Background: an optimization exercise with open tools, aiming at small area, a short achievable clock period and few clock cycles per item. Do not read the settings as production practice.
At most, simulation tests tie the RTL to the original design; equivalence was not proved.
The RTL of run 1 was laid out without a check of its function.
Power is estimated from default activity; no workload was simulated.

===== flow/config.mk =====
export PLATFORM = sky130hd
export DESIGN_NAME = sobel_stream
export DESIGN_NICKNAME = sobel_stream
export VERILOG_FILES = /design/flow/design.v
export SDC_FILE = /design/flow/constraint.sdc
export NUM_CORES = 4
export LEC_CHECK = 0
export ABC_CLOCK_PERIOD_IN_PS = 3000
export CAP_MARGIN = 20
export CORE_MARGIN = 2
export CORE_UTILIZATION = 70
export PLACE_DENSITY = 0.8
export SLEW_MARGIN = 20

===== flow/flow/run.sh =====
#!/bin/bash
# Standard layout, with the standard synthesis run on its own first, then the rest of the
# flow with a larger setup repair margin, plain buffers on the ports and no dummy clock loads.
set -euo pipefail
bash standard.sh synth > synth.log 2>&1
bash standard.sh SETUP_SLACK_MARGIN=6.3 \
  "BUFFER_PORTS_ARGS=-buffer_cell sky130_fd_sc_hd__buf_2" \
  "CTS_ARGS=-sink_clustering_enable -repair_clock_nets -sink_clustering_size 20 -sink_clustering_max_diameter 42 -dont_use_dummy_load -buf_list sky130_fd_sc_hd__clkbuf_8 -root_buf sky130_fd_sc_hd__clkbuf_16" \
  finish > layout.log 2>&1

===== flow/design.v =====
module sobel_stream #(
    parameter int WIDTH = 128,
    parameter int DEPTH = 128,
    parameter int PIX_W = 8
) (
    input  logic             ClkPort,
    input  logic             Reset,
    input  logic [PIX_W-1:0] threshold,
    input  logic             in_valid,
    output logic             in_ready,
    input  logic [PIX_W-1:0] in_pixel,
    output logic             out_valid,
    input  logic             out_ready,
    output logic             out_edge,
    output logic             out_first,
    output logic             out_last
);
    localparam int CW  = $clog2(WIDTH);
    localparam int RW  = $clog2(DEPTH);
    localparam int LW  = CW + 1;
    localparam int CAP = 5;                  
    localparam int OW  = $clog2(CAP + 1);
    localparam int FD  = CAP - 1;            
    localparam int FW  = $clog2(FD);
    localparam logic [CW-1:0] COL_LAST = CW'(WIDTH - 1);
    localparam logic [RW-1:0] ROW_LAST = RW'(DEPTH - 1);
    logic             acc, cons, hv, h0, in_first;
    logic [PIX_W-1:0] pix_q, thr_q;
    logic in_ready_n, out_valid_n;
    assign acc = in_valid && !in_ready_n;
    always_ff @(posedge ClkPort) begin
        if (acc) pix_q <= in_pixel;
        if (acc && in_first) thr_q <= threshold;
    end
    logic [PIX_W*WIDTH-1:0] ra, rb;
    logic [PIX_W-1:0]       ta, tb;
    assign ta = ra[PIX_W*WIDTH-1 -: PIX_W];
    assign tb = rb[PIX_W*WIDTH-1 -: PIX_W];
    always_ff @(posedge ClkPort) begin
        ra <= {ra[PIX_W*(WIDTH-1)-1:0], cons ? pix_q : ta};
        rb <= {rb[PIX_W*(WIDTH-1)-1:0], cons ? ta : tb};
    end
    logic [CW-1:0] dph;
    logic          z0, z1;
    logic [LW-1:0] lag;
    logic          l0, l128, l129;
    logic [RW-1:0] g_row;
    logic [CW-1:0] g_col;
    logic          gb, ga, gz;
    logic [1:0]    gk;                       
    logic [OW-1:0] ocnt;
    logic          rm, cp, eb, ei;
    logic emit, emit_int, xfer, inc, dec;
    assign cons     = hv && cp;
    assign emit     = eb || (cons && (gb || ei));
    assign emit_int = cons && ei;
    assign xfer     = !out_valid_n && out_ready;
    assign inc      = cons && !emit;
    assign dec      = emit && !cons;
    logic [RW-1:0] n_row;
    logic [CW-1:0] n_col;
    logic          n_b;
    logic [1:0]    n_k;
    assign n_col = g_col + 1'b1;
    assign n_row = (g_col == COL_LAST) ? ((g_row == ROW_LAST) ? '0 : g_row + 1'b1) : g_row;
    assign n_b   = (g_col >= CW'(WIDTH - 2)) || (g_row == '0) || (g_row == ROW_LAST);
    assign n_k   = !n_b ? 2'b01 :
                   (g_row == ROW_LAST && g_col == COL_LAST) ? 2'b10 :
                   (g_row == ROW_LAST && g_col == CW'(WIDTH - 2)) ? 2'b11 : 2'b00;
    logic          l0_nx, l128_nx, l129_nx, z0_nx, z1_nx, rm_nx, ga_nx, gz_nx, gb_nx, g_last_nx;
    logic [LW-1:0] lag_nx;
    logic [OW-1:0] ocnt_nx;
    assign lag_nx  = inc ? lag + 1'b1 : dec ? lag - 1'b1 : lag;
    assign l0_nx   = inc ? 1'b0 : dec ? (lag == LW'(1)) : l0;
    assign l128_nx = inc ? (lag == LW'(WIDTH - 1)) : dec ? l129 : l128;
    assign l129_nx = inc ? l128 : dec ? 1'b0 : l129;
    assign z0_nx   = cons || z1;
    assign z1_nx   = !cons && (dph == CW'(2));
    assign ocnt_nx = (emit && !xfer) ? ocnt + 1'b1 : (xfer && !emit) ? ocnt - 1'b1 : ocnt;
    assign rm_nx   = !(((ocnt == OW'(CAP)) && (emit || !xfer)) ||
                       ((ocnt == OW'(CAP - 1)) && emit && !xfer));
    assign gb_nx   = emit ? n_b : gb;
    assign ga_nx   = emit ? (g_row == RW'(DEPTH - 2) && g_col == CW'(WIDTH - 4)) : ga;
    assign gz_nx   = emit ? ga : gz;
    assign g_last_nx = l129_nx && (emit ? ga : gz);
    always_ff @(posedge ClkPort) begin
        h0  <= h0_nx;
        dph <= cons ? '0 : dph - 1'b1;
        z0  <= z0_nx;
        z1  <= z1_nx;
    end
    logic in_first_nx, hv_nx, h0_nx, cp_nx, in_ready_nx;
    assign in_first_nx = acc ? (!in_first && g_last_nx) : in_first;
    assign hv_nx       = acc || (hv && !cons);
    assign h0_nx       = acc ? in_first : h0;
    assign cp_nx       = rm_nx && (h0_nx || z0_nx);
    assign in_ready_nx = in_first_nx ? (in_first && !hv_nx && !emit_int) : (!hv_nx || cp_nx);
    always_ff @(posedge ClkPort or posedge Reset) begin
        if (Reset) begin
            in_ready <= 1'b0;
            in_ready_n <= 1'b1;
            in_first <= 1'b1;
            hv       <= 1'b0;
            lag      <= '0;
            l0       <= 1'b1;
            l128     <= 1'b0;
            l129     <= 1'b0;
            g_row    <= '0;
            g_col    <= '0;
            gb       <= 1'b1;
            gk       <= 2'b10;
            ga       <= 1'b0;
            gz       <= 1'b0;
            ocnt     <= '0;
            rm       <= 1'b1;
            cp       <= 1'b1;
            eb       <= 1'b0;
            ei       <= 1'b0;
        end else begin
            in_ready <= in_ready_nx;
            in_ready_n <= !in_ready_nx;
            in_first <= in_first_nx;
            hv       <= hv_nx;
            lag      <= lag_nx;
            l0       <= l0_nx;
            l128     <= l128_nx;
            l129     <= l129_nx;
            ocnt     <= ocnt_nx;
            rm       <= rm_nx;
            cp       <= cp_nx;
            eb       <= gb_nx && rm_nx && !l0_nx;
            ei       <= !gb_nx && l129_nx;
            gb       <= gb_nx;
            ga       <= ga_nx;
            gz       <= gz_nx;
            if (emit) begin
                g_row <= n_row;
                g_col <= n_col;
                gk    <= n_k;
            end
        end
    end
    logic [9:0]        v_c, v1, vm, vl;
    logic signed [8:0] d_c, d1, dm, dl;
    logic              s1_e, s1_c;
    logic [1:0]        s1_k;
    assign v_c = {2'b00, tb} + {1'b0, ta, 1'b0} + {2'b00, pix_q};
    assign d_c = $signed({1'b0, pix_q}) - $signed({1'b0, tb});
    always_ff @(posedge ClkPort) begin
        v1   <= v_c;
        d1   <= d_c;
        s1_k <= gk;
        vm   <= s1_c ? v1 : vl;
        vl   <= vm;
        dm   <= s1_c ? d1 : dl;
        dl   <= dm;
    end
    logic signed [10:0] gx, gy, gx_q, gy_q;
    logic               s2_e;
    logic [1:0]         s2_k;
    assign gx = $signed({1'b0, v1}) - $signed({1'b0, vl});
    assign gy = 11'(dl) + (11'(dm) <<< 1) + 11'(d1);
    always_ff @(posedge ClkPort) begin
        gx_q <= gx;
        gy_q <= gy;
        s2_k <= s1_k;
    end
    always_ff @(posedge ClkPort or posedge Reset) begin
        if (Reset) begin
            s1_e <= 1'b0;
            s1_c <= 1'b0;
            s2_e <= 1'b0;
        end else begin
            s1_e <= emit;
            s1_c <= cons;
            s2_e <= s1_e;
        end
    end
    logic [11:0] xa, ya, ka, cs_s, cs_c, pg, pp;
    logic        edge_c;
    logic [1:0]  res;
    assign xa   = {2'b00, gx_q[9:0] ^ {10{gx_q[10]}}};
    assign ya   = {2'b00, gy_q[9:0] ^ {10{gy_q[10]}}};
    assign ka   = {4'b1111, ~thr_q};
    assign cs_s = xa ^ ya ^ ka;
    assign cs_c = {(xa[10:0] & ya[10:0]) | (xa[10:0] & ka[10:0]) | (ya[10:0] & ka[10:0]), gx_q[10]};
    assign pg   = cs_s & cs_c;
    assign pp   = cs_s | cs_c;
    always_comb begin
        edge_c = gy_q[10];
        for (int i = 0; i < 12; i++) edge_c = pg[i] | (pp[i] & edge_c);
    end
    assign res = (s2_k == 2'b01) ? {1'b0, edge_c} : s2_k;
    logic [1:0]    fifo [FD];
    logic [FW-1:0] wp, rp;
    logic [FW:0]   fcnt, fcnt_nx;
    logic          fne;                      
    logic          take, pop, push;
    logic [1:0]    head;
    assign take = out_valid_n || out_ready;
    assign pop     = take && fne;
    assign push    = s2_e && !(take && !fne);
    assign head    = fne ? fifo[rp] : res;
    assign fcnt_nx = (push && !pop) ? fcnt + 1'b1 : (pop && !push) ? fcnt - 1'b1 : fcnt;
    always_ff @(posedge ClkPort) begin
        if (s2_e) fifo[wp] <= res;           
        if (take) begin
            out_edge  <= (head == 2'b01);
            out_first <= (head == 2'b10);
            out_last  <= (head == 2'b11);
        end
    end
    always_ff @(posedge ClkPort or posedge Reset) begin
        if (Reset) begin
            out_valid <= 1'b0;
            out_valid_n <= 1'b1;
            wp        <= '0;
            rp        <= '0;
            fcnt      <= '0;
            fne       <= 1'b0;
        end else begin
            if (take) begin
                out_valid   <= fne || s2_e;
                out_valid_n <= !(fne || s2_e);
            end
            if (push) wp <= wp + 1'b1;
            if (pop)  rp <= rp + 1'b1;
            fcnt <= fcnt_nx;
            fne  <= (fcnt_nx != '0);
        end
    end
endmodule

===== flow/standard.sh =====
#!/bin/bash
# synth_recipe.tcl (not shown) runs the flow's synth.tcl, then flattens the netlist and writes it again
# the make line also repeats each setting of config.mk as NAME=value (left out here)
make -C /OpenROAD-flow-scripts/flow DESIGN_CONFIG=/design/flow/config.mk WORK_HOME=/design/flow/orfs CLKGATE_MAP_FILE= SYNTH_SCRIPT=/design/flow/synth_recipe.tcl "${@:-finish}"

===== flow/constraint.sdc =====
create_clock -name core_clock -period 9.0 [get_ports {ClkPort}]
set_input_delay 1.8000 -clock core_clock [delete_from_list [all_inputs] [get_ports {ClkPort}]]
set_output_delay 1.8000 -clock core_clock [all_outputs]
set_load 0.01 [all_outputs]

==> impl_metrics.json, run 1 <==
{
  "status": "timing/DRC/antenna clean",
  "placed_area_um2": 50600,
  "drive_gt1_share_pct": 7.54,
  "routed.top_layer": "met4",
  "holdWs_ns": 0.262,
  "fin_crit_ns": 2.97,
  "p_comb_share_pct": 0.1,
  "synth_simple_gate_area_share_pct": 2.02,
  "arrival_ns": 1.17,
  "place.port_buffers": 24,
  "maxCapViolations": 0,
  "wl_met3_um": 2380,
  "synth_cell_types": 67,
  "p_int_mw": 11.3,
  "detail_route.vias_per_cell": 4.62,
  "vias": 18100,
  "crit_start": "out_last",
  "drtIter0Drc": 936,
  "gp_congestion": 0.771,
  "switchingPower_mw": 2.65,
  "numCtsBuffers": 149,
  "fin_tns_setup_ns": 0,
  "die-area_um2": 72600,
  "grt_usage_pct": 18.0,
  "crit_end": "out_last",
  "cts_tree": "done",
  "path_buf_inv": 1,
  "synthFlopType": "dfxtp_1",
  "p_leak_nw": 21.5,
  "maxSlewViolCount": 0,
  "rr_startpoint": "cp",
  "postSynthCellCount": 2814,
  "overflow": 0,
  "dr.pass1.iters": 5,
  "antenna_found_initial": 0,
  "total_power_mw": 14.0,
  "r2r-end": "in_ready_n",
  "final_nets": 3080,
  "wl_met1_um": 29300,
  "wl_per_cell_um": 16.0,
  "yosys.area_share.xor_xnor_pct": 1.28,
  "ys_seq_area_share_pct": 91.2,
  "rrSetupSlack_ns": 6.54,
  "hold_path_class": "flop to flop",
  "final_common_cell": "dfxtp_1",
  "dieWidth_um": 269,
  "initial_utilization_pct": 70.5,
  "pwr-share-seq_pct": 70.3,
  "met2_length_um": 29100,
  "synth_edf_count": 27,
  "syn2layout_area_growth_pct": 6.75,
  "synth.ff_latch_count": 2219,
  "cp.required_ns": 7.20,
  "clock_sinks": 2219,
  "cpMaxStageDelayCell": "edfxtp_1",
  "ff2ff_path_depth": 8,
  "final_cell_mix": "dfxtp_1, clkbuf_8, inv_1, nand2_1, ha_1",
  "drtAntennaViolNets": 0,
  "peakVddDrop_v": 0.000145,
  "crit_cells": 1,
  "worstSetupStartpointType": "flop",
  "clk_pin_slew_ns": 0.11,
  "syn_area_um2": 49300,
  "design_area_um2": 52600,
  "cp_cell_sequence": "buf_2",
  "rsz0062_at_grt": "true",
  "cts.repair.resized": 0,
  "hold_violations": 0,
  "synth_nets": 2921,
  "fmax_mhz": 336,
  "synth-async-reset-ratio_pct": 2.39,
  "n_antenna_cell": 0,
  "cts_setup_buffers": 0,
  "critical_path.max_stage_delay_ns": 0.37,
  "io-pin-count": 25,
  "final_cells": 3911,
  "critPathMaxFanout": 1,
  "synthMuxAreaShare_pct": 0.540,
  "path_class": "flop to primary output",
  "insertion_delay_ns": 0.68,
  "p_per_area_nw_per_um2": 266,
  "yosys_warnings": 1,
  "slew_headroom_pct": 34.7,
  "synth_top_family_by_area": "adder cells",
  "h-tree-depth": 4,
  "grt_pass1_wl_um": 103000,
  "nFillCells": 3675,
  "place_inst": 3762,
  "clockBufferDepth": 3,
  "syn_avg_cell_area_um2": 17.5,
  "drc": 0,
  "synthAdderAreaFrac_pct": 2.65,
  "p_clk_share_pct": 29.6,
  "fin_util_pct": 75.3,
  "pre_cts_ws_ns": 5.72,
  "critPathCaptureType": "primary output",
  "cpLargestDelayFamily": "flip-flops",
  "cts_root_buf": "clkbuf_16",
  "worst_slack_ns": 6.03,
  "worstMarginPinSlew_ns": 0.980,
  "first_global_vias": 19500,
  "setup_viol": 0,
  "grt_max_degree": 36,
  "coreArea_um2": 69900,
  "synth_compound_area_share_pct": 1.60,
  "routed_wl_um": 62400,
  "clock_skew_ns": 0.0994,
  "p_sw_share_pct": 19.0,
  "dp_hpwl_um": 35900,
  "placementRows": 97,
  "hold_buffers": 0,
  "die_y_um": 269,
  "finalCritPeriodShare_pct": 33.0
}
## final cells by class
| class | count | area (µm²) | share of cell area, % |
|---|---|---|---|
| Tap cell | 940 | 1180 | 2.23 |
| Inverter | 72 | 279 | 0.530 |
| Timing Repair Buffer | 25 | 140 | 0.266 |
| Sequential cell | 2219 | 45000 | 85.4 |
| Multi-Input combinational cell | 506 | 4020 | 7.63 |
| Clock buffer | 149 | 2060 | 3.92 |
## layer usage
metal	track usage [%]	vias to the layer above
li1	-	9071
met1	24.6	8613
met2	28.7	260
met3	3.95	140
met4	6.52	0
met5	0	-
## kinds of logic after synthesis
family	count (synthesis)
DFF	2219
and+or+nand+nor	203
AOI/OAI and AO/OA	123
buffers and inverters	89
adders and majority gates	87
xor gates and xnor gates	72
muxes	21
## power groups by stage
stage,Combinational [mW],Sequential [mW],Clock (mW)
floorplan,0.00930,10.1,0
global placement,0.0173,10.1,0
detailed placement,0.0197,10.1,0
CTS,0.0201,9.84,4.25
global route,0.0219,9.84,4.58
finish,0.0195,9.84,4.14
## registers in the layout (all words and copies together) (netlist names), 9 cells and up
register,flops
gy_q,11
ra,1024
d1,9
gx_q,11
dm,9
vl,10
rb,1024
vm,10
v1,9
dl,9
## cells in the mapped netlist (all sizes together) (9+ instances only)
cell | count | area (µm²)
inv | 72 | 275
dfxtp | 2139 | 42800
nor3 | 11 | 66.3
nor2 | 47 | 176
xnor2 | 42 | 368
nand2 | 66 | 250
ha | 58 | 726
dfrtp | 46 | 1150
fa | 29 | 581
xor2 | 30 | 263
clkbuf | 10 | 37.5
mux2 | 15 | 169
edfxtp | 27 | 811
o21a | 9 | 67.6
nand3 | 16 | 80.1
a21oi | 17 | 85.1
and2 | 9 | 56.3
o21ai | 46 | 230
## how the worst min path moves through the flow
| stage | slack, ns | startpoint | end | depth (start not counted) |
|---|---|---|---|---|
| detailed placement | 0.31 | ra[94] | ra[102] | 0 |
| CTS | 0.26 | ra[216] | ra[224] | 0 |
| floorplan | 0.31 | ra[992] | ra[1000] | 0 |
| global placement | 0.31 | ra[1001] | ra[1009] | 0 |
| finish | 0.26 | ra[216] | ra[224] | 0 |
| global route | 0.26 | ra[216] | ra[224] | 0 |
==> run 2: changes to the inputs <==
--- a/flow/design.v
+++ b/flow/design.v
@@ -197,6 +197,7 @@
     logic          fne;                      
     logic          take, pop, push;
     logic [1:0]    head;
+    logic          oe_n, of_n, ol_n;
     assign take = out_valid_n || out_ready;
     assign pop     = take && fne;
     assign push    = s2_e && !(take && !fne);
@@ -204,10 +205,13 @@
     assign fcnt_nx = (push && !pop) ? fcnt + 1'b1 : (pop && !push) ? fcnt - 1'b1 : fcnt;
     always_ff @(posedge ClkPort) begin
         if (s2_e) fifo[wp] <= res;           
+        out_edge  <= take ? (head == 2'b01) : !oe_n;
+        out_first <= take ? (head == 2'b10) : !of_n;
+        out_last  <= take ? (head == 2'b11) : !ol_n;
         if (take) begin
-            out_edge  <= (head == 2'b01);
-            out_first <= (head == 2'b10);
-            out_last  <= (head == 2'b11);
+            oe_n <= !(head == 2'b01);
+            of_n <= !(head == 2'b10);
+            ol_n <= !(head == 2'b11);
         end
     end
     always_ff @(posedge ClkPort or posedge Reset) begin
==> run 2 against run 1 <==
- hold slack improved by 0.029 ns
- clock skew decreased by 0.0087 ns
- count of clock-buffer cells in the layout increased by 1
- critical endpoint is now out_valid
- worst setup slack improved by 0.029 ns
- highest routed layer unchanged
- power increased by 1.8%
- still clean on timing, DRC and antenna
- register-to-register slack got worse by 0.05 ns
- flip-flop and latch count increased by 3
- largest cell class unchanged
- cell count increased by 0.28%
- synthesized cell count increased by 0.28%
- utilization increased by 0.24 points
- via count increased by 0.96%
- sequential power increased by 0.6%
==> impl_metrics.json, run 2 <==
{
  "placementRows": 97,
  "synth_largest_area_cell": "dfxtp_1",
  "cts_root_buf": "clkbuf_16",
  "first_global_vias": 20500,
  "postSynthCellCount": 2822,
  "synth_top_cell_area_share_pct": 86.8,
  "slew_headroom_pct": 32.1,
  "p_clk_share_pct": 29.8,
  "synthFlopType": "dfxtp_1",
  "ys_seq_area_share_pct": 91.2,
  "dieWidth_um": 270,
  "p_per_area_nw_per_um2": 270,
  "synth_common_cells": "dfxtp_1, inv_1, nand2_1",
  "synth_edf_count": 27,
  "critPathMaxFanout": 2,
  "die_y_um": 270,
  "critPathCaptureType": "primary output",
  "clk_pin_slew_ns": 0.12,
  "cpLargestDelayFamily": "flip-flops",
  "peakVddDrop_v": 0.000209,
  "drive_gt1_share_pct": 7.65,
  "synth.ff_latch_count": 2222,
  "final_nets": 3091,
  "pwr-share-seq_pct": 69.5,
  "hold_path_class": "flop to flop",
  "path_buf_inv": 1,
  "path_class": "flop to primary output",
  "overflow": 0,
  "vias": 18300,
  "reg.largest.list": "ra: 1024 flops, rb: 1024 flops",
  "cpMaxStageDelayCell": "dfrtp_1",
  "initial_utilization_pct": 70.6,
  "h-tree-depth": 4,
  "switchingPower_mw": 2.81,
  "die-area_um2": 72700,
  "wl_per_cell_um": 17.8,
  "clock_skew_ns": 0.0907,
  "maxCapViolations": 0,
  "status": "timing/DRC/antenna clean",
  "routed_wl_um": 69800,
  "drc": 0,
  "yosysMostFrequentCell": "dfxtp_1",
  "clock_sinks": 2222,
  "worstSetupStartpointType": "flop",
  "coreArea_um2": 69900,
  "crit_cells": 1,
  "gp_congestion": 0.788,
  "setup_viol": 0,
  "n_antenna_cell": 0,
  "cp.required_ns": 7.20,
  "dp_hpwl_um": 38000,
  "worstMarginPinSlew_ns": 1.01,
  "total_power_mw": 14.3,
  "rsz0062_at_grt": "true",
  "grt_max_degree": 31,
  "fin_tns_setup_ns": 0,
  "place.port_buffers": 24,
  "final_cell_mix": "dfxtp_1, clkbuf_8, inv_1, nand2_1, ha_1",
  "drtIter0Drc": 822,
  "critical_path.max_stage_delay_ns": 0.38,
  "dr.pass1.iters": 4,
  "finalCritPeriodShare_pct": 32.7,
  "arrival_ns": 1.14,
  "numCtsBuffers": 150,
  "p_leak_nw": 21.4,
  "p_comb_share_pct": 0.7,
  "maxSlewViolCount": 0,
  "grt_usage_pct": 20.2,
  "cp_cell_sequence": "buf_2",
  "synth_nets": 2929,
  "antenna_found_initial": 0,
  "yosys_warnings": 1,
  "fin_crit_ns": 2.94,
  "synth_cell_types": 68,
  "ff2ff_path_depth": 7,
  "fmax_mhz": 340,
  "clockBufferDepth": 3,
  "hold_violations": 0,
  "syn2layout_area_growth_pct": 6.96,
  "synth-async-reset-ratio_pct": 2.39,
  "syn_area_um2": 49400,
  "final_common_cell": "dfxtp_1",
  "io-pin-count": 25,
  "p_sw_share_pct": 19.7,
  "p_int_mw": 11.4,
  "syn_avg_cell_area_um2": 17.5,
  "hold_path_depth": 0,
  "grt_pass1_wl_um": 114000,
  "insertion_delay_ns": 0.68,
  "drtAntennaViolNets": 0,
  "synth_area_leaders": "dfxtp_1, dfrtp_1, edfxtp_1",
  "detail_route.vias_per_cell": 4.66,
  "cts_tree": "done"
}
run 2: cell types whose count changed in the layout (fill, tap and decap cells not counted), sizes merged, moves of 4 or more:
cell,delta
nor2,+4
o21a,-5
xor2,-6
nor2b,+9
inv,-4
xnor2,+8
run 2: routing by layer:
layer	part of all wire, %	track usage [%]	vias to the layer above
li1	-	-	9101
met2	50	34.7	291
met5	0	0	-
met1	43	25.4	8715
met4	3.0	8.29	0
met3	3.5	3.73	151
run 2: path summary, 6_finish.rpt:
path	from	endpoint	slack (ns)
max reg2reg	gx_q[10]	out_last	6.49
max in group asynchronous	Reset	in_first	7.12
max	out_valid	out_valid	6.06
min reg2reg	rb[387]	rb[395]	0.29
min in group asynchronous	Reset	l128	1.12
min	rb[387]	rb[395]	0.29
run 2: through the flow:
step                setup slack [ns]  instance area, µm²  hold WS, ns  util, %  cells
floorplan                       6.03               49400        0.310        -   2822
global placement                5.75               50700        0.310     72.5   3770
detailed placement              5.73               50700        0.312     72.5   3772
CTS                             5.99               52800        0.273     75.5   3922
global route                    5.99               52800        0.262     75.5   3922
finish                          6.06               52800        0.290     75.5   3922
run 2: area by class of cell:
| cell class | count | area (µm²) |
|---|---|---|
| repair buffers | 27 | 201 |
| fillers | 3577 | 17100 |
| well taps | 940 | 1180 |
| inverters | 69 | 270 |
| flip-flops and latches | 2222 | 45000 |
| clock buffers | 150 | 2080 |
| multi-input cells | 514 | 4060 |
run 2: cells by family after synthesis:
kind of cell             after synthesis  synth area share [%]
AO/OA/AOI/OAI                        120                  1.55
multiplexers                          20                 0.525
buffers and inverters                 86                 0.677
XOR/XNOR                              74                  1.31
AND/OR/NAND/NOR                      213                  2.09
flip-flops                          2222                  91.2
adder cells (fa/ha/maj)               87                  2.65
run 2: timing repair:
item / 4_1_cts / 5_1_grt
endpoints found under the setup margin: 7 / 7
hold buffers: 0 / 0
pin swaps: 0 / 1
resized for setup: 4 / 5
setup buffers: 0 / 0
run 2: power by group through the flow:
stage	Sequential (mW)	Combinational [mW]	Clock, mW
floorplan	10.1	0.0727	0
global placement	10.1	0.0939	0
detailed placement	10.1	0.101	0
CTS	9.90	0.103	4.36
global route	9.91	0.115	4.67
finish	9.90	0.101	4.25
Testbench counts of run 2, summed over its fixed seeds: cycles 263,224, pixels 262,144.
==> run 3: changes to the inputs <==
--- a/flow/design.v
+++ b/flow/design.v
@@ -84,6 +84,9 @@
     assign gz_nx   = emit ? ga : gz;
     assign g_last_nx = l129_nx && (emit ? ga : gz);
     always_ff @(posedge ClkPort) begin
+        in_ready <= !Reset && in_ready_nx;
+    end
+    always_ff @(posedge ClkPort) begin
         h0  <= h0_nx;
         dph <= cons ? '0 : dph - 1'b1;
         z0  <= z0_nx;
@@ -97,7 +100,6 @@
     assign in_ready_nx = in_first_nx ? (in_first && !hv_nx && !emit_int) : (!hv_nx || cp_nx);
     always_ff @(posedge ClkPort or posedge Reset) begin
         if (Reset) begin
-            in_ready <= 1'b0;
             in_ready_n <= 1'b1;
             in_first <= 1'b1;
             hv       <= 1'b0;
@@ -117,7 +119,6 @@
             eb       <= 1'b0;
             ei       <= 1'b0;
         end else begin
-            in_ready <= in_ready_nx;
             in_ready_n <= !in_ready_nx;
             in_first <= in_first_nx;
             hv       <= hv_nx;
@@ -223,10 +224,8 @@
             fcnt      <= '0;
             fne       <= 1'b0;
         end else begin
-            if (take) begin
-                out_valid   <= fne || s2_e;
-                out_valid_n <= !(fne || s2_e);
-            end
+            out_valid   <= !take || fne || s2_e;
+            out_valid_n <= take && !(fne || s2_e);
             if (push) wp <= wp + 1'b1;
             if (pop)  rp <= rp + 1'b1;
             fcnt <= fcnt_nx;
==> run 3 against run 2 <==
- non-clock buffer count is 1 higher
- synthesized cell count is 0.11% higher
- power is 19% higher
- wire length is 8.4% lower
- clock skew is 0.015 ns higher
- largest power group unchanged
- highest routed layer is now met5
==> impl_metrics.json, run 3 <==
{
  "status": "timing/DRC/antenna clean",
  "p_leak_nw": 21.5,
  "vias": 18200,
  "die-area_um2": 72700,
  "hold_path_depth": 0,
  "peakVddDrop_v": 0.000233,
  "placementRows": 97,
  "n_antenna_cell": 0,
  "cpMaxStageDelayCell": "dfrtp_1",
  "clockBufferDepth": 3,
  "critical_path.max_stage_delay_ns": 0.35,
  "ff2ff_path_depth": 9,
  "fmax_mhz": 344,
  "grt_usage_pct": 18.3,
  "synth_largest_area_cell": "dfxtp_1",
  "reg.largest.list": "ra: 1024 flops, rb: 1024 flops",
  "final_common_cell": "dfxtp_1",
  "syn_avg_cell_area_um2": 17.5,
  "path_class": "flop to primary output",
  "overflow": 0,
  "cp.required_ns": 7.20,
  "syn_area_um2": 49400,
  "maxSlewViolCount": 0,
  "grt_max_degree": 34,
  "final_nets": 3101,
  "final_cell_mix": "dfxtp_1, clkbuf_8, nand2_1, inv_1, ha_1",
  "critPathCaptureType": "primary output",
  "worstSetupStartpointType": "flop",
  "yosys_warnings": 1,
  "coreArea_um2": 69900,
  "setup_viol": 0,
  "synth_edf_count": 27,
  "drtIter0Drc": 892,
  "place.port_buffers": 24,
  "clock_skew_ns": 0.106,
  "dr.pass1.iters": 5,
  "yosysMostFrequentCell": "dfxtp_1",
  "place_inst": 3777,
  "die_y_um": 270,
  "gp_congestion": 0.799,
  "first_global_vias": 19700,
  "synth_common_cells": "dfxtp_1, nand2_1, inv_1",
  "detail_route.vias_per_cell": 4.63,
  "cpLargestDelayFamily": "flip-flops",
  "clock_sinks": 2222,
  "antenna_found_initial": 7,
  "syn2layout_area_growth_pct": 7.18,
  "h-tree-depth": 4,
  "hold_violations": 0,
  "cts_tree": "done",
  "synth.ff_latch_count": 2222,
  "r2r-end": "oe_n",
  "maxCapViolations": 0,
  "slew_headroom_pct": 32.3,
  "synth_area_leaders": "dfxtp_1, dfrtp_1, edfxtp_1",
  "finalCritPeriodShare_pct": 32.3,
  "cts_root_buf": "clkbuf_16",
  "synth_top_cell_area_share_pct": 86.9,
  "io-pin-count": 25,
  "initial_utilization_pct": 70.6,
  "critPathMaxFanout": 1,
  "hold_path_class": "flop to flop",
  "arrival_ns": 1.11,
  "rr_startpoint": "gx_q[10]",
  "hold_start": "ra[83]",
  "dieWidth_um": 270,
  "dp_hpwl_um": 38000,
  "rrSetupSlack_ns": 6.35,
  "drive_gt1_share_pct": 8.16,
  "numCtsBuffers": 152,
  "cp_cell_sequence": "buf_2",
  "final_cells": 3932,
  "fin_tns_setup_ns": 0,
  "synthFlopType": "dfxtp_1",
  "rsz0062_at_grt": "true",
  "drtAntennaViolNets": 0,
  "postSynthCellCount": 2825,
  "synth_nets": 2932,
  "grt_pass1_wl_um": 105000,
  "synth-async-reset-ratio_pct": 2.34,
  "routed_wl_um": 64000,
  "crit_cells": 1,
  "insertion_delay_ns": 0.69,
  "path_buf_inv": 1,
  "synth_cell_types": 69,
  "fin_crit_ns": 2.91,
  "drc": 0,
  "p_per_area_nw_per_um2": 321,
  "worstMarginPinSlew_ns": 1.01,
  "clk_pin_slew_ns": 0.10,
  "wl_per_cell_um": 16.3,
  "min_to": "ra[91]",
  "ys_seq_area_share_pct": 91.2
}
[run 3: cell count changes after synthesis, moves of 5 or more]
| cell | change |
|---|---|
| nand2_1 | +16 |
| nand3_1 | -11 |
| nor2_1 | -11 |
| inv_1 | +9 |
| a21boi_0 | +5 |
| mux2i_1 | +5 |
[run 3: where the power goes]
part           switching [mW]  internal (mW)  leakage, nW
Combinational           0.866          0.694         2.15
Sequential              0.406           10.9         18.3
Clock                    2.64           1.53         1.10
Total                    3.91           13.1         21.5
[run 3: metal layers]
| layer | global-route usage (%) | up-vias | part of all wire [%] |
|---|---|---|---|
| met1 | 25.3 | 8570 | 47 |
| met4 | 8.52 | 4 | 3.5 |
| met3 | 3.85 | 173 | 4.0 |
| li1 | - | 9118 | - |
| met5 | 0 | - | 0.042 |
| met2 | 28.3 | 339 | 46 |
[run 3: worst max path at each step]
stage / from / slack, ns / end
floorplan: out_ready / 6.00 / ocnt[2]
global placement: out_ready / 5.76 / ocnt[2]
detailed placement: out_ready / 5.70 / fne
CTS: out_valid / 6.02 / out_valid
global route: out_valid / 6.03 / out_valid
finish: out_valid / 6.09 / out_valid
[run 3: logic make-up (layout without fill, tap and decap cells)]
| logic type | after synthesis | in the layout | synth area share (%) |
|---|---|---|---|
| AO/OA/AOI/OAI | 121 | 121 | 1.54 |
| XOR/XNOR | 72 | 72 | 1.28 |
| adder cells (fa/ha/maj) | 88 | 88 | 2.67 |
| buffers and inverters | 91 | 258 | 0.692 |
| flip-flops | 2222 | 2222 | 91.2 |
| multiplexers | 21 | 21 | 0.504 |
| AND/OR/NAND/NOR | 210 | 210 | 2.13 |
[run 3: area by class of cell]
type	count	area (µm²)
clock buffers	152	2100
fillers	3596	17000
inverters	78	297
multi-input cells	512	4130
flip-flops and latches	2222	45000
well taps	940	1180
repair buffers	28	188
[run 3: what timing repair did]
action,in CTS,in global routing
buffers inserted,0,3
setup endpoints to repair,12,16
cloned,0,0
gates resized for setup,7,20
pin swaps,1,4
hold buffers,0,0
[run 3: per-stage QoR]
stage / utilization, % / hold WS [ns] / power [mW] / setup WS, ns / cell area, µm²
3_5_place_dp: 72.5 / 0.312 / 12.9 / 5.70 / 50700
3_3_place_gp: 72.5 / 0.310 / 12.8 / 5.76 / 50700
5_1_grt: 75.7 / 0.259 / 17.7 / 6.03 / 52900
6_report: 75.7 / 0.258 / 17.0 / 6.09 / 52900
2_1_floorplan: - / 0.310 / 12.4 / 6.00 / 49400
4_1_cts: 75.5 / 0.256 / 17.0 / 6.02 / 52800
Testbench counts of run 3, summed over its fixed seeds: cycles 263,224, pixels 262,144.
==> run 4: changes to the inputs <==
==> flow/flow/run.sh (replaced) <==
#!/bin/bash
# Standard layout, with the standard synthesis run on its own first, then the rest of the
# flow with a larger setup repair margin, plain buffers on the ports and no dummy clock loads.
set -euo pipefail
bash standard.sh synth > synth.log 2>&1
bash standard.sh SETUP_SLACK_MARGIN=6.3 \
  "BUFFER_PORTS_ARGS=-buffer_cell sky130_fd_sc_hd__buf_2" \
  "CTS_ARGS=-sink_clustering_enable -repair_clock_nets -sink_clustering_size 24 -sink_clustering_max_diameter 45 -dont_use_dummy_load -buf_list {sky130_fd_sc_hd__clkbuf_8 sky130_fd_sc_hd__clkbuf_16} -root_buf sky130_fd_sc_hd__clkbuf_16" \
  finish > layout.log 2>&1
==> run 4 against run 3 <==
- still clean
- area after synthesis unchanged
- clock skew decreased by 0.028 ns
- sequential share of layout area decreased by 2.4 points
- critical endpoint unchanged
==> impl_metrics.json, run 4 <==
{
  "finalCritPeriodShare_pct": 32.9,
  "yosys.area_share.xor_xnor_pct": 1.28,
  "grt_usage_pct": 24.3,
  "cp.required_ns": 7.20,
  "synthFlopType": "dfxtp_1",
  "ys_seq_area_share_pct": 91.2,
  "grt_max_degree": 34,
  "setup_viol": 0,
  "placementRows": 97,
  "insertion_delay_ns": 0.74,
  "place.port_buffers": 24,
  "place_inst": 3777,
  "synthMuxAreaShare_pct": 0.504,
  "synth_top_family_by_area": "adder cells",
  "holdWs_ns": 0.275,
  "fmax_mhz": 338,
  "hold_buffers": 0,
  "final_cells": 3929,
  "grt_pass1_wl_um": 134000,
  "fin_crit_ns": 2.96,
  "yosys_warnings": 1,
  "synth_cell_types": 69,
  "path_buf_inv": 1,
  "critPathMaxFanout": 1,
  "overflow": 0,
  "dieWidth_um": 270,
  "cts_tree": "done",
  "gp_congestion": 0.799,
  "cp_cell_sequence": "buf_2",
  "path_class": "flop to primary output",
  "yosysMostFrequentCell": "dfxtp_1",
  "syn_avg_cell_area_um2": 17.5,
  "numCtsBuffers": 138,
  "maxCapViolations": 0,
  "peakVddDrop_v": 0.000265,
  "p_per_area_nw_per_um2": 348,
  "h-tree-depth": 4,
  "drive_gt1_share_pct": 8.90,
  "hold_violations": 0,
  "synth_top_cell_area_share_pct": 86.9,
  "antenna_found_initial": 8,
  "initial_utilization_pct": 70.6,
  "synth-async-reset-ratio_pct": 2.34,
  "clockBufferDepth": 3,
  "dr.pass1.iters": 5,
  "rsz0062_at_grt": "true",
  "nFillCells": 3403,
  "arrival_ns": 1.16,
  "worst_slack_ns": 6.04,
  "multi_input_area_um2": 4240,
  "synth.ff_latch_count": 2222,
  "synth_area_leaders": "dfxtp_1, dfrtp_1, edfxtp_1",
  "critical_path.max_stage_delay_ns": 0.35,
  "clock_skew_ns": 0.0777,
  "design_area_um2": 54500,
  "postSynthCellCount": 2825,
  "cts_root_buf": "clkbuf_16",
  "first_global_vias": 21600,
  "synth_compound_area_share_pct": 1.54,
  "final_common_cell": "dfxtp_1",
  "die-area_um2": 72700,
  "p_leak_nw": 22.2,
  "syn_area_um2": 49400,
  "drtAntennaViolNets": 0,
  "die_y_um": 270,
  "hold_path_class": "flop to flop",
  "final_cell_mix": "dfxtp_1, clkbuf_16, nand2_1, inv_1, ha_1",
  "fin_util_pct": 77.9,
  "syn2layout_area_growth_pct": 10.3,
  "synthAdderAreaFrac_pct": 2.67,
  "synth_common_cells": "dfxtp_1, nand2_1, inv_1",
  "worstMarginPinSlew_ns": 1.06,
  "cpLargestDelayFamily": "flip-flops",
  "maxSlewViolCount": 0,
  "regArea_um2": 45000,
  "reg.largest.list": "ra: 1024 flops, rb: 1024 flops",
  "dp_hpwl_um": 38000,
  "synth_nets": 2932,
  "coreArea_um2": 69900,
  "final_nets": 3097,
  "worstSetupStartpointType": "flop",
  "status": "timing/DRC/antenna clean",
  "vias": 19600,
  "synth_edf_count": 27,
  "wl_per_cell_um": 21.8,
  "clk_pin_slew_ns": 0.09,
  "total_power_mw": 18.9,
  "slew_headroom_pct": 29.1,
  "io-pin-count": 25,
  "fin_tns_setup_ns": 0,
  "pre_cts_ws_ns": 5.70,
  "cpMaxStageDelayCell": "dfrtp_1",
  "critPathCaptureType": "primary output",
  "clock_sinks": 2222,
  "drc": 0,
  "synth_simple_gate_area_share_pct": 2.13,
  "drtIter0Drc": 1553,
  "routed_wl_um": 85600,
  "detail_route.vias_per_cell": 4.98,
  "synth_largest_area_cell": "dfxtp_1",
  "placed_area_um2": 50700
}
-- run 4: changes by cell type in the layout (fill, tap and decap cells not counted), sizes merged --
cell and change:
clkbuf -14, diode +1, buf +10
-- run 4: timing repair --
action	CTS	global route
buffers inserted	3	10
endpoints found under the setup margin	17	22
gates resized for setup	13	47
pin swaps	3	19
-- run 4: path summary, 6_finish.rpt --
kind,slack [ns],cells past startpoint,start,to
worst max-delay path,6.04,1,out_valid,out_valid
worst min-delay path,0.28,0,ra[649],ra[657]
worst max register to register,6.11,8,pix_q[2],v1[8]
worst min register to register,0.28,0,ra[649],ra[657]
max in group asynchronous,7.28,3,Reset,out_valid_n
min in group asynchronous,1.13,2,Reset,lag[1]
-- run 4: area by class of cell --
cell class,instances,area share (%)
sequential,2222,82.7
multi-input combinational,512,7.78
clock buffer,138,6.34
tap,940,2.16
inverter,78,0.545
timing repair buffer,38,0.466
antenna,1,0.00460
-- run 4: per-layer routing --
layer / track usage, % / part of all wire [%] / up-vias
met5: 0 / 0.013 / -
met4: 10.6 / 4.3 / 2
met3: 5.04 / 5.0 / 267
met2: 40.0 / 49 / 624
met1: 31.7 / 42 / 9557
li1: - / - / 9122
-- run 4: kinds of logic after synthesis --
kind of cell / Yosys count
xor gates and xnor gates: 72
buffers and inverters: 91
AOI/OAI and AO/OA: 121
DFF: 2222
and+or+nand+nor: 210
muxes: 21
adders and majority gates: 88
-- run 4: where the power goes --
group,internal [mW],leakage (nW),switching (mW)
Combinational,0.783,2.21,1.05
Sequential,10.9,18.3,0.497
Clock,2.72,1.70,3.01
Total,14.4,22.2,4.56
-- run 4: worst register-to-register path: cells and delay by family, from the launching register on --
family	cells	cell delay, ns
AOI/OAI and AO/OA	4	1.11
adders and majority gates	2	0.85
DFF	1	0.47
xor gates and xnor gates	1	0.20
and+or+nand+nor	1	0.09
==> run 5: changes to the inputs <==
==> flow/flow/run.sh (replaced) <==
#!/bin/bash
# Standard layout, with the standard synthesis run on its own first, then the rest of the
# flow with a larger setup repair margin, plain buffers on the ports and no dummy clock loads.
set -euo pipefail
bash standard.sh synth > synth.log 2>&1
bash standard.sh SETUP_SLACK_MARGIN=6.3 \
  "BUFFER_PORTS_ARGS=-buffer_cell sky130_fd_sc_hd__buf_2" \
  "CTS_ARGS=-sink_clustering_enable -repair_clock_nets -sink_clustering_size 16 -sink_clustering_max_diameter 36 -dont_use_dummy_load -buf_list sky130_fd_sc_hd__clkbuf_8 -root_buf sky130_fd_sc_hd__clkbuf_16" \
  finish > layout.log 2>&1
==> run 5 against run 4 <==
- synthesized cell count unchanged
- wire length down 17%
- cell count up 0.92%
- global-route usage down 3.9 points
- clock skew up 0.038 ns
- power down 7.2%
- flip-flop and latch count unchanged
- first-iteration DRC count down 44%
- area after synthesis unchanged
- register-to-register slack better by 0.29 ns
- via count down 4.3%
- largest power group unchanged
==> impl_metrics.json, run 5 <==
{
  "clockBufferDepth": 3,
  "insertion_delay_ns": 0.71,
  "vias": 18700,
  "dp_hpwl_um": 38000,
  "hold_buffers": 0,
  "h-tree-depth": 4,
  "drtAntennaViolNets": 0,
  "cts_tree": "done",
  "critPathCaptureType": "primary output",
  "grt_usage_pct": 20.4,
  "cp.required_ns": 7.20,
  "dieWidth_um": 270,
  "final_cells": 3965,
  "hold_path_class": "flop to flop",
  "maxCapViolations": 0,
  "peakVddDrop_v": 0.000220,
  "synth_largest_area_cell": "dfxtp_1",
  "clk_pin_slew_ns": 0.09,
  "drc": 0,
  "syn_avg_cell_area_um2": 17.5,
  "first_global_vias": 20800,
  "syn_area_um2": 49400,
  "fmax_mhz": 343,
  "setup_viol": 0,
  "path_buf_inv": 1,
  "cp_cell_sequence": "buf_2",
  "status": "timing/DRC/antenna clean",
  "grt_pass1_wl_um": 115000,
  "final_common_cell": "dfxtp_1",
  "syn2layout_area_growth_pct": 8.14,
  "placed_area_um2": 50700,
  "p_per_area_nw_per_um2": 329,
  "postSynthCellCount": 2825,
  "total_power_mw": 17.6,
  "drtIter0Drc": 863,
  "holdWs_ns": 0.237,
  "synth_cell_types": 69,
  "fin_crit_ns": 2.92,
  "coreArea_um2": 69900,
  "yosys_warnings": 1,
  "place_inst": 3777,
  "cts_root_buf": "clkbuf_16",
  "synth.ff_latch_count": 2222,
  "worstMarginPinSlew_ns": 1.07,
  "initial_utilization_pct": 70.6,
  "design_area_um2": 53400,
  "finalCritPeriodShare_pct": 32.4,
  "reg.largest.list": "ra: 1024 flops, rb: 1024 flops",
  "p_leak_nw": 21.8,
  "clock_sinks": 2222,
  "die_y_um": 270,
  "arrival_ns": 1.12,
  "drive_gt1_share_pct": 9.26,
  "fin_tns_setup_ns": 0,
  "n_antenna_cell": 0,
  "synth-async-reset-ratio_pct": 2.34,
  "dr.pass1.iters": 5,
  "io-pin-count": 25,
  "cpMaxStageDelayCell": "dfrtp_1",
  "final_nets": 3134,
  "routed_wl_um": 71200,
  "synth_nets": 2932,
  "placementRows": 97,
  "critPathMaxFanout": 1,
  "synthFlopType": "dfxtp_1",
  "numCtsBuffers": 185,
  "yosysMostFrequentCell": "dfxtp_1",
  "path_class": "flop to primary output",
  "overflow": 0,
  "synth_top_cell_area_share_pct": 86.9,
  "synth_edf_count": 27,
  "die-area_um2": 72700,
  "maxSlewViolCount": 0,
  "slew_headroom_pct": 28.5,
  "hold_violations": 0,
  "cpLargestDelayFamily": "flip-flops",
  "final_cell_mix": "dfxtp_1, clkbuf_8, nand2_1, inv_1, ha_1",
  "antenna_found_initial": 4,
  "wl_per_cell_um": 18.0,
  "clock_skew_ns": 0.116,
  "worstSetupStartpointType": "flop",
  "synth_common_cells": "dfxtp_1, nand2_1, inv_1",
  "critical_path.max_stage_delay_ns": 0.34,
  "ys_seq_area_share_pct": 91.2,
  "grt_max_degree": 34,
  "place.port_buffers": 24,
  "detail_route.vias_per_cell": 4.73,
  "synth_area_leaders": "dfxtp_1, dfrtp_1, edfxtp_1",
  "rsz0062_at_grt": "true",
  "gp_congestion": 0.799
}
[run 5: where the power goes]
part           switching [mW]  internal [mW]  leakage (nW)  total, mW
clock                    2.81           1.84          1.34       4.65
sequential              0.442           10.9          18.3       11.3
combinational           0.892          0.712          2.16       1.60
[run 5: timing repair]
| action | 4_1_cts | 5_1_grt |
|---|---|---|
| setup buffers | 0 | 3 |
| pin swaps | 0 | 3 |
| gates resized for setup | 7 | 25 |
| hold endpoints to repair | 0 | 0 |
| setup endpoints to repair | 12 | 16 |
[run 5: kinds of logic after synthesis]
kind of cell | synth area share (%)
multiplexers | 0.504
buffers and inverters | 0.692
adder cells (fa/ha/maj) | 2.67
XOR/XNOR | 1.28
AND/OR/NAND/NOR | 2.13
AO/OA/AOI/OAI | 1.54
flip-flops | 91.2
[run 5: area by class of cell]
cell class	count	area, µm²
Inverter	78	297
Tap cell	940	1180
Clock buffer	185	2560
Multi-Input combinational cell	512	4140
Timing Repair Buffer	28	191
Sequential cell	2222	45000
Fill cell	3442	16500
[run 5: stage by stage]
stage	utilization [%]	worst slack (ns)
3_5_place_dp	72.5	5.70
6_report	76.4	6.08
2_1_floorplan	-	6.00
3_3_place_gp	72.5	5.76
4_1_cts	76.2	6.01
5_1_grt	76.4	6.01
[run 5: final timing paths]
kind                                    end  depth (start not counted)  slack (ns)  startpoint
worst max register to register         oe_n                          9        6.40    gx_q[10]
min in group asynchronous            lag[1]                          2        1.15       Reset
worst max-delay path              out_valid                          1        6.08   out_valid
worst min-delay path                 ra[91]                          0        0.24      ra[83]
max in group asynchronous       out_valid_n                          3        7.24       Reset
worst min register to register       ra[91]                          0        0.24      ra[83]
[run 5: per-layer routing]
layer / vias up / global-route usage [%] / part of all wire, %
li1: 9175 / - / -
met4: 2 / 7.72 / 2.8
met1: 9046 / 26.6 / 44
met3: 163 / 4.74 / 4.0
met5: - / 0 / 0.014
met2: 349 / 33.8 / 49
==> run 6: changes to the inputs <==
==> flow/flow/run.sh (replaced) <==
#!/bin/bash
# Standard layout, with the standard synthesis run on its own first, then the rest of the
# flow with a larger setup repair margin, plain buffers on the ports and no dummy clock loads.
set -euo pipefail
bash standard.sh synth > synth.log 2>&1
bash standard.sh SETUP_SLACK_MARGIN=6.3 \
  "BUFFER_PORTS_ARGS=-buffer_cell sky130_fd_sc_hd__buf_2" \
  "CTS_ARGS=-sink_clustering_enable -repair_clock_nets -sink_clustering_size 20 -sink_clustering_max_diameter 42 -dont_use_dummy_load -sink_buffer_max_cap_derate 0.7 -buf_list sky130_fd_sc_hd__clkbuf_8 -root_buf sky130_fd_sc_hd__clkbuf_16" \
  finish > layout.log 2>&1
==> run 6 against run 5 <==
- combinational power shrank 3%
- critical path depth is the same
- non-clock buffer count is the same
- cell count shrank 0.83%
- largest cell class unchanged
- sequential share of layout area grew 0.75 points
- utilization shrank 0.68 points
- wire length shrank 10%
- critical endpoint unchanged
- critical path type unchanged
==> impl_metrics.json, run 6 <==
{
  "worstMarginPinSlew_ns": 1.01,
  "synth.ff_latch_count": 2222,
  "synth_area_leaders": "dfxtp_1, dfrtp_1, edfxtp_1",
  "rrSetupSlack_ns": 6.35,
  "final_cell_mix": "dfxtp_1, clkbuf_8, nand2_1, inv_1, ha_1",
  "yosys.area_share.xor_xnor_pct": 1.28,
  "place.port_buffers": 24,
  "arrival_ns": 1.11,
  "syn_area_um2": 49400,
  "dp_hpwl_um": 38000,
  "initial_utilization_pct": 70.6,
  "r2r-end": "oe_n",
  "finalCritPeriodShare_pct": 32.3,
  "peakVddDrop_v": 0.000233,
  "grt_max_degree": 34,
  "path_class": "flop to primary output",
  "cp.required_ns": 7.20,
  "hold_path_class": "flop to flop",
  "drtAntennaViolNets": 0,
  "status": "timing/DRC/antenna clean",
  "ff2ff_path_depth": 9,
  "clock_sinks": 2222,
  "wl_per_cell_um": 16.3,
  "reg.largest.list": "ra: 1024 flops, rb: 1024 flops",
  "critPathMaxFanout": 1,
  "gp_congestion": 0.799,
  "holdWs_ns": 0.258,
  "dr.pass1.iters": 5,
  "synth_cell_types": 69,
  "clock_skew_ns": 0.106,
  "postSynthCellCount": 2825,
  "maxSlewViolCount": 0,
  "design_area_um2": 52900,
  "fin_crit_ns": 2.91,
  "regArea_um2": 45000,
  "detail_route.vias_per_cell": 4.63,
  "synthMuxAreaShare_pct": 0.504,
  "cp_cell_sequence": "buf_2",
  "h-tree-depth": 4,
  "yosysMostFrequentCell": "dfxtp_1",
  "routed_wl_um": 64000,
  "synthFlopType": "dfxtp_1",
  "nFillCells": 3596,
  "overflow": 0,
  "synth-async-reset-ratio_pct": 2.34,
  "synth_simple_gate_area_share_pct": 2.13,
  "syn_avg_cell_area_um2": 17.5,
  "placed_area_um2": 50700,
  "final_nets": 3101,
  "slew_headroom_pct": 32.3,
  "yosys_warnings": 1,
  "clk_pin_slew_ns": 0.10,
  "synth_top_cell_area_share_pct": 86.9,
  "synth_top_family_by_area": "adder cells",
  "insertion_delay_ns": 0.69,
  "critical_path.max_stage_delay_ns": 0.35,
  "grt_pass1_wl_um": 105000,
  "dieWidth_um": 270,
  "rsz0062_at_grt": "true",
  "drc": 0,
  "numCtsBuffers": 152,
  "synth_common_cells": "dfxtp_1, nand2_1, inv_1",
  "fin_tns_setup_ns": 0,
  "antenna_found_initial": 7,
  "worstSetupStartpointType": "flop",
  "drive_gt1_share_pct": 8.16,
  "setup_viol": 0,
  "vias": 18200,
  "critPathCaptureType": "primary output",
  "min_to": "ra[91]",
  "placementRows": 97,
  "die-area_um2": 72700,
  "n_antenna_cell": 0,
  "synthAdderAreaFrac_pct": 2.67,
  "rr_startpoint": "gx_q[10]",
  "die_y_um": 270,
  "maxCapViolations": 0,
  "cpMaxStageDelayCell": "dfrtp_1",
  "final_common_cell": "dfxtp_1",
  "path_buf_inv": 1,
  "synth_compound_area_share_pct": 1.54,
  "hold_buffers": 0,
  "coreArea_um2": 69900,
  "fmax_mhz": 344,
  "cts_tree": "done",
  "synth_largest_area_cell": "dfxtp_1",
  "cpLargestDelayFamily": "flip-flops",
  "io-pin-count": 25,
  "cts_root_buf": "clkbuf_16",
  "hold_start": "ra[83]",
  "drtIter0Drc": 892,
  "synth_edf_count": 27,
  "p_per_area_nw_per_um2": 321,
  "clockBufferDepth": 3,
  "synth_nets": 2932,
  "hold_path_depth": 0,
  "ys_seq_area_share_pct": 91.2,
  "hold_violations": 0,
  "multi_input_area_um2": 4130,
  "grt_usage_pct": 18.3,
  "p_leak_nw": 21.5,
  "first_global_vias": 19700,
  "syn2layout_area_growth_pct": 7.18
}
run 6: layout make-up:
type	count	share of cell area, %
inverters	78	0.560
flip-flops and latches	2222	85.1
clock buffers	152	3.97
well taps	940	2.22
multi-input cells	512	7.80
repair buffers	28	0.355
run 6: worst max-delay path by stage:
stage / startpoint / to / slack (ns) / depth (start not counted)
6_report: out_valid / out_valid / 6.09 / 1
5_1_grt: out_valid / out_valid / 6.03 / 1
4_1_cts: out_valid / out_valid / 6.02 / 1
3_5_place_dp: out_ready / fne / 5.70 / 8
3_3_place_gp: out_ready / ocnt[2] / 5.76 / 9
2_1_floorplan: out_ready / ocnt[2] / 6.00 / 8
run 6: logic make-up after synthesis:
group           count (synthesis)
xor+xnor                       72
fa+ha+maj                      88
simple gates                  210
buf+inv                        91
mux                            21
flops                        2222
compound gates                121
run 6: metrics by stage:
step | std cells | utilization [%] | total power, mW | setup WS, ns
2_1_floorplan | 2825 | - | 12.4 | 6.00
3_3_place_gp | 3776 | 72.5 | 12.8 | 5.76
3_5_place_dp | 3777 | 72.5 | 12.9 | 5.70
4_1_cts | 3929 | 75.5 | 17.0 | 6.02
5_1_grt | 3932 | 75.7 | 17.7 | 6.03
6_report | 3932 | 75.7 | 17.0 | 6.09
run 6: report_power, final:
part | internal, mW | switching, mW
combinational | 0.694 | 0.866
sequential | 10.9 | 0.406
clock | 1.53 | 2.64
total | 13.1 | 3.91
run 6: per-layer routing:
| metal | GRT usage [%] | routed length [µm] | vias up | share of wire, % |
|---|---|---|---|---|
| li1 | - | - | 9118 | - |
| met1 | 25.3 | 29900 | 8570 | 47 |
| met2 | 28.3 | 29200 | 339 | 46 |
| met3 | 3.85 | 2590 | 173 | 4.0 |
| met4 | 8.52 | 2210 | 4 | 3.5 |
| met5 | 0 | 27 | - | 0.042 |
run 6: what timing repair did:
| action | 4_1_cts | 5_1_grt |
|---|---|---|
| endpoints found under the setup margin | 12 | 16 |
| gates resized for setup | 7 | 20 |
| setup buffers | 0 | 3 |
| pin swaps | 1 | 4 |
==> run 7: changes to the inputs <==
--- a/flow/design.v
+++ b/flow/design.v
@@ -84,9 +84,6 @@
     assign gz_nx   = emit ? ga : gz;
     assign g_last_nx = l129_nx && (emit ? ga : gz);
     always_ff @(posedge ClkPort) begin
-        in_ready <= !Reset && in_ready_nx;
-    end
-    always_ff @(posedge ClkPort) begin
         h0  <= h0_nx;
         dph <= cons ? '0 : dph - 1'b1;
         z0  <= z0_nx;
@@ -100,6 +97,7 @@
     assign in_ready_nx = in_first_nx ? (in_first && !hv_nx && !emit_int) : (!hv_nx || cp_nx);
     always_ff @(posedge ClkPort or posedge Reset) begin
         if (Reset) begin
+            in_ready <= 1'b0;
             in_ready_n <= 1'b1;
             in_first <= 1'b1;
             hv       <= 1'b0;
@@ -119,6 +117,7 @@
             eb       <= 1'b0;
             ei       <= 1'b0;
         end else begin
+            in_ready <= in_ready_nx;
             in_ready_n <= !in_ready_nx;
             in_first <= in_first_nx;
             hv       <= hv_nx;
@@ -224,8 +223,10 @@
             fcnt      <= '0;
             fne       <= 1'b0;
         end else begin
-            out_valid   <= !take || fne || s2_e;
-            out_valid_n <= take && !(fne || s2_e);
+            if (take) begin
+                out_valid   <= fne || s2_e;
+                out_valid_n <= !(fne || s2_e);
+            end
             if (push) wp <= wp + 1'b1;
             if (pop)  rp <= rp + 1'b1;
             fcnt <= fcnt_nx;
==> flow/flow/run.sh (replaced) <==
#!/bin/bash
# Standard layout, with the standard synthesis run on its own first, then the rest of the
# flow with a larger setup repair margin, plain buffers on the ports and a clock tree of
# clkbuf_16 trunk buffers and clkbuf_8 leaf buffers without dummy loads.
set -euo pipefail
bash standard.sh synth > synth.log 2>&1
bash standard.sh SETUP_SLACK_MARGIN=6.3 \
  "BUFFER_PORTS_ARGS=-buffer_cell sky130_fd_sc_hd__buf_2" \
  "CTS_ARGS=-sink_clustering_enable -repair_clock_nets -sink_clustering_size 20 -sink_clustering_max_diameter 42 -dont_use_dummy_load -buf_list {sky130_fd_sc_hd__clkbuf_8 sky130_fd_sc_hd__clkbuf_16} -root_buf sky130_fd_sc_hd__clkbuf_16 -tree_buf sky130_fd_sc_hd__clkbuf_16 -sink_clustering_buffer sky130_fd_sc_hd__clkbuf_8" \
  finish > layout.log 2>&1
==> run 7 against run 6 <==
- critical path depth unchanged
- clock power up 6.2%
- global-route usage up 2.0 points
- critical path type unchanged
- hold slack improved by 0.037 ns
- flip-flop and latch count unchanged
- die area barely moved
- cell area is 0.13% higher
- via count increased by 0.65%
- maximum frequency down 2.3%
- wire length increased by 10%
- power down 15%
- sequential share of layout area is 0.11 points lower
==> impl_metrics.json, run 7 <==
{
  "status": "timing/DRC/antenna clean",
  "antenna_found_initial": 0,
  "cts_setup_buffers": 0,
  "clock_skew_ns": 0.0805,
  "min_to": "ra[141]",
  "critPathMaxFanout": 2,
  "maxSlewViolCount": 0,
  "path_class": "flop to primary output",
  "maxCapViolations": 0,
  "postSynthCellCount": 2822,
  "detail_route.vias_per_cell": 4.67,
  "synth_common_cells": "dfxtp_1, inv_1, nand2_1",
  "cpMaxStageDelayCell": "dfrtp_1",
  "numCtsBuffers": 150,
  "dr.pass1.iters": 5,
  "slew_headroom_pct": 32.4,
  "synth_top_cell_area_share_pct": 86.8,
  "dp_hpwl_um": 38000,
  "total_power_mw": 14.4,
  "r2r-end": "out_last",
  "setup_viol": 0,
  "fmax_mhz": 336,
  "io-pin-count": 25,
  "arrival_ns": 1.18,
  "drive_gt1_share_pct": 7.65,
  "die-area_um2": 72700,
  "yosysMostFrequentCell": "dfxtp_1",
  "ff2ff_path_depth": 7,
  "insertion_delay_ns": 0.72,
  "hold_path_depth": 0,
  "coreArea_um2": 69900,
  "routed_wl_um": 70300,
  "rrSetupSlack_ns": 6.49,
  "p_sw_share_pct": 19.6,
  "cp_cell_sequence": "buf_2",
  "drtIter0Drc": 821,
  "yosys_warnings": 1,
  "p_int_mw": 11.6,
  "drc": 0,
  "grt_max_degree": 31,
  "clock_sinks": 2222,
  "final_common_cell": "dfxtp_1",
  "vias": 18300,
  "synth_edf_count": 27,
  "clockBufferDepth": 3,
  "synth.ff_latch_count": 2222,
  "worstSetupStartpointType": "flop",
  "grt_pass1_wl_um": 114000,
  "grt_usage_pct": 20.3,
  "synthFlopType": "dfxtp_1",
  "path_buf_inv": 1,
  "fin_tns_setup_ns": 0,
  "clk_pin_slew_ns": 0.11,
  "worstMarginPinSlew_ns": 1.00,
  "rr_startpoint": "gx_q[10]",
  "p_leak_nw": 21.5,
  "die_y_um": 270,
  "pwr-share-seq_pct": 68.6,
  "cpLargestDelayFamily": "flip-flops",
  "first_global_vias": 20600,
  "final_cell_mix": "dfxtp_1, clkbuf_8, inv_1, nand2_1, ha_1",
  "syn2layout_area_growth_pct": 7.33,
  "synth_nets": 2929,
  "final_nets": 3091,
  "n_antenna_cell": 0,
  "h-tree-depth": 4,
  "multi_input_area_um2": 4060,
  "cts_tree": "done",
  "hold_start": "ra[133]",
  "finalCritPeriodShare_pct": 33.1,
  "switchingPower_mw": 2.84,
  "ys_seq_area_share_pct": 91.2,
  "grt_util_met1_pct": 25.8,
  "reg.largest.list": "ra: 1024 flops, rb: 1024 flops",
  "grtUsageMet2_pct": 35.1,
  "p_per_area_nw_per_um2": 272,
  "overflow": 0,
  "drtAntennaViolNets": 0,
  "hold_path_class": "flop to flop",
  "initial_utilization_pct": 70.6,
  "critical_path.max_stage_delay_ns": 0.38,
  "synth_largest_area_cell": "dfxtp_1",
  "cp.required_ns": 7.20,
  "busiest_layer": "met2",
  "nFillCells": 3551,
  "grt_use_met3_pct": 3.71,
  "critPathCaptureType": "primary output",
  "synth_cell_types": 68,
  "p_clk_share_pct": 30.7,
  "hold_violations": 0,
  "p_comb_share_pct": 0.7,
  "syn_avg_cell_area_um2": 17.5,
  "peakVddDrop_v": 0.000191,
  "placementRows": 97,
  "syn_area_um2": 49400,
  "cts_root_buf": "clkbuf_16",
  "wl_per_cell_um": 17.9,
  "gp_congestion": 0.788,
  "rsz0062_at_grt": "true",
  "synth_area_leaders": "dfxtp_1, dfrtp_1, edfxtp_1",
  "fin_crit_ns": 2.98,
  "regArea_um2": 45000,
  "synth-async-reset-ratio_pct": 2.39,
  "dieWidth_um": 270,
  "place.port_buffers": 24
}
## run 7: cell types whose count changed in the layout (fill, tap and decap cells not counted), moves of 4 or more
cell	delta
nor2_1	+11
a21boi_0	-4
mux2i_1	-5
clkbuf_16	+16
inv_1	-9
nand2_1	-16
nand3_1	+11
nand2b_1	+4
o22ai_1	+4
clkbuf_8	-18
## run 7: power by group through the flow
stage	sequential (mW)	combinational (mW)	clock [mW]
2_1_floorplan	10.1	0.0727	0
3_3_place_gp	10.1	0.0939	0
3_5_place_dp	10.1	0.101	0
4_1_cts	9.90	0.104	4.55
5_1_grt	9.91	0.115	4.85
6_report	9.90	0.102	4.43
## run 7: per-stage QoR
| step | setup WS, ns | area, µm² | std cells | utilization [%] | hold WS, ns |
|---|---|---|---|---|---|
| 2_1_floorplan | 6.03 | 49400 | 2822 | - | 0.310 |
| 3_3_place_gp | 5.75 | 50700 | 3770 | 72.5 | 0.310 |
| 3_5_place_dp | 5.73 | 50700 | 3772 | 72.5 | 0.312 |
| 4_1_cts | 5.96 | 53000 | 3922 | 75.8 | 0.293 |
| 5_1_grt | 5.96 | 53000 | 3922 | 75.8 | 0.282 |
| 6_report | 6.02 | 53000 | 3922 | 75.8 | 0.295 |
## run 7: final cells by class
type                    count  share of cell area, %
flip-flops and latches   2222                   85.0
repair buffers             27                  0.380
well taps                 940                   2.22
clock buffers             150                   4.26
inverters                  69                  0.510
multi-input cells         514                   7.65
## run 7: timing repair
| item | in CTS | in global routing |
|---|---|---|
| pin swaps | 0 | 1 |
| gates resized for setup | 4 | 5 |
| hold buffers | 0 | 0 |
| endpoints found under the setup margin | 7 | 7 |
## run 7: worst max path at each step
stage               startpoint         to  slack, ns  depth (start not counted)
global placement     out_ready    ocnt[1]       5.75                          7
global route         out_valid  out_valid       5.96                          1
floorplan            out_ready    ocnt[1]       6.03                          6
detailed placement   out_ready    ocnt[1]       5.73                          7
finish               out_valid  out_valid       6.02                          1
CTS                  out_valid  out_valid       5.96                          1
## run 7: cells by family after synthesis
group | count (synthesis) | synth area share, %
flops | 2222 | 91.2
compound gates | 120 | 1.55
mux | 20 | 0.525
simple gates | 213 | 2.09
fa+ha+maj | 87 | 2.65
buf+inv | 86 | 0.677
xor+xnor | 74 | 1.31
## run 7: metal layers
| layer | vias up | share of wire [%] |
|---|---|---|
| met5 | - | 0 |
| met4 | 0 | 2.4 |
| met3 | 123 | 3.3 |
| met2 | 278 | 51 |
| met1 | 8820 | 43 |
| li1 | 9102 | - |
Testbench counts of run 7, summed over its fixed seeds: cycles 263,224, pixels 262,144.

-- static timing again, ports no longer ideal --
No port has a modelled driver above. Below, the same layouts with a new extraction and two added sets of constraints.
Step 1, drivers: a clkbuf_16 drives ClkPort and a buf_2 each remaining input, both assumed.
Step 2 moves the port delays by t, midway between the first and last clock arrival at a register: inputs arrive t later, outputs are due t later. That takes back most of the time a late clock gives input paths.
Three values: ideal, step 1, step 2; two values: the first two.
run	shift t [ns]	setup WS [ns]	worst setup path at the end
run 1	0.701	6.027 / 5.962 / 5.726	input to register
run 2	0.722	6.056 / 5.989 / 5.704	input to register
run 3	0.711	6.089 / 6.024 / 5.721	input to register
run 4	0.762	6.042 / 5.973 / 5.726	input to register
run 5	0.731	6.081 / 6.013 / 5.720	input to register
run 6	0.711	6.089 / 6.024 / 5.721	input to register
run 7	0.752	6.019 / 5.952 / 5.715	input to register
After both steps setup and hold are still met in every run listed.
